What follows belongs to an exercise in optimizing a design on an open flow for small area, a short achievable clock period and few clock cycles per item; a production flow would make more cautious choices.
Only simulation tests tie the RTL to the original design; equivalence was not proved.
Power figures rest on the tool's default switching activity, not on a simulated workload.

==> flow/design.v (excerpt) <==
module double_talk_detector_unit (
   input  wire logic         clock,
   input  wire logic         reset,
   input  wire logic         req_valid,
   output logic              req_ready,
   input  wire logic [15:0]  req_far_sample,
   input  wire logic [15:0]  req_mic_sample,
   input  wire logic         req_frame_end,
   output logic              rsp_valid,
   input  wire logic         rsp_ready,
   output logic [1:0]        rsp_talk_state,
   output logic              rsp_adapt_hold,
   input  wire logic         csr_write_enable,
   input  wire logic [1:0]   csr_index,
   input  wire logic [23:0]  csr_write_data
);
Size: about 3700 cells after synthesis, roughly 69 I/O pins.
Settings: LEC_CHECK=0, ABC_CLOCK_PERIOD_IN_PS=3500, CAP_MARGIN=20, CORE_MARGIN=2, CORE_UTILIZATION=40, PLACE_DENSITY=0.6, SLEW_MARGIN=20, SYNTH_HIERARCHICAL=1; clock period 10.0 ns.
standard.sh (not shown) runs the stock make flow with config.mk's settings and CLKGATE_MAP_FILE= SYNTH_SCRIPT=/design/flow/synth_recipe.tcl, a recipe that flattens the netlist after the stock synthesis.
==> flow/flow/run.sh <==
#!/bin/bash
# The standard layout, with timing repair aiming below the clock period:
# repair_timing works to a setup slack of MARGIN ns at the design's clock.
set -euo pipefail
MARGIN=${MARGIN:-6.25}
bash standard.sh finish SETUP_SLACK_MARGIN=$MARGIN > flow.log 2>&1
Testbench counts at the start, summed over its fixed seeds: cycles 29,390, items 384.
Rerun with:
--- a/flow/flow/run.sh
+++ b/flow/flow/run.sh
@@ -4,3 +4,3 @@
 set -euo pipefail
-MARGIN=${MARGIN:-6.25}
+MARGIN=${MARGIN:-6.75}
 bash standard.sh finish SETUP_SLACK_MARGIN=$MARGIN > flow.log 2>&1
Effect: The new run produced a clean layout; wire length went up by 7.2%; sequential power stays flat; clock power goes down by 9.5%; power falls by 2.0%; core utilization rose by 2.3 points; sequential share of layout area falls by 1.2 points; first-iteration DRC count goes down by 7.2%; via count rises by 3.1%.
Rerun with:
--- a/flow/flow/run.sh
+++ b/flow/flow/run.sh
@@ -4,3 +4,3 @@
 set -euo pipefail
-MARGIN=${MARGIN:-6.75}
+MARGIN=${MARGIN:-6.5}
 bash standard.sh finish SETUP_SLACK_MARGIN=$MARGIN > flow.log 2>&1
- ABC_CLOCK_PERIOD_IN_PS: 3500 -> 6000
Effect: Area after synthesis stays the same. Register-to-register slack hardly moves. Hold slack loses 0.0036 ns. Clock power goes up by about 5%. Worst setup slack loses 0.0033 ns. Via count goes down by 2.3%. Routed wire length goes down by 3.9%.

========
== red ==
Starting RTL as in the previous note.
export LEC_CHECK = 0
export ABC_CLOCK_PERIOD_IN_PS = 3500
export CAP_MARGIN = 20
export CORE_MARGIN = 2
export CORE_UTILIZATION = 40
export PLACE_DENSITY = 0.6
export SLEW_MARGIN = 20
export SYNTH_HIERARCHICAL = 1
create_clock -name core_clock -period 10.0 [get_ports {clock}]
==> flow/flow/run.sh <==
#!/bin/bash
# The standard layout, with timing repair aiming below the clock period:
# repair_timing works to a setup slack of MARGIN ns at the design's clock.
set -euo pipefail
MARGIN=${MARGIN:-7}
bash standard.sh finish SETUP_SLACK_MARGIN=$MARGIN > flow.log 2>&1
Testbench counts of red, summed over its fixed seeds: cycles 29,390, items 384.
--- input diff red..blue ---
- putting SETUP_SLACK_MARGIN at 5 where nothing was set
==> flow/run.sh (new file) <==
#!/bin/bash
# synth_recipe.tcl (not shown) runs the flow's synth.tcl, then flattens the netlist and writes it again
# the make line also repeats each setting of config.mk as NAME=value (left out here)
make -C /OpenROAD-flow-scripts/flow DESIGN_CONFIG=/design/flow/config.mk WORK_HOME=/design/flow/orfs CLKGATE_MAP_FILE= SYNTH_SCRIPT=/design/flow/synth_recipe.tcl finish
removed: flow/flow/run.sh
removed: flow/standard.sh
==> comparison <==
Diff blue and red: slew of the pin with the lowest slew margin lower in red
NOTE switching power summed over all nets red->blue decreased by a few percent
Re placer congestion estimate: blue and red aren't equal, and the higher value belongs to blue.
When blue is set beside red, its fmax turns out to be 60 MHz smaller.
Proportion of final cell area spent on non-clock buffers ended up 6.0 points lower on blue than on red.
Summary of blue over red: count of buffers added by post-CTS timing repair for setup has decreased, logic gate share of total power lost 3.9 points, pin count of the biggest net entering global routing down 15, share of synthesized cell area in full adder, half adder and majority cells flat.

-- what the ideal ports hide --
Ports are ideal in the flow. The routed layouts listed here were re-timed in OpenROAD.
Step 1 (the two cells are an assumption about what drives the block):
set clk [get_ports {clock}]
set_driving_cell -lib_cell sky130_fd_sc_hd__clkbuf_16 $clk
set_driving_cell -lib_cell sky130_fd_sc_hd__buf_2 [delete_from_list [all_inputs] $clk]
Step 2 moves the port delays by t, midway between the first and last clock arrival at a register: inputs arrive t later, outputs are due t later. That takes back most of the time a late clock gives input paths.
Three values: ideal ports, drivers, drivers and shift; two values: the first two.
| run | shift t [ns] | setup WS [ns] | worst setup path after step 2 |
|---|---|---|---|
| the first run of note 1 | 0.693 | 6.349 / 6.308 / 5.705 | input to register |
| the second run of note 1 | 0.684 | 6.513 / 6.513 / 6.128 | input to register |
| the third run of note 1 | 0.684 | 6.510 / 6.510 / 5.979 | input to register |
| red | 0.692 | 6.483 / 6.483 / 6.283 | input to register |
| blue | 0.679 | 5.533 / 5.533 / 5.533 | register to register |
After both steps every run listed still meets setup and hold. For the first run of note 1, which loses most, drivers alone change the setup slack by -0.041 ns; drivers and shift together by -0.644 ns.
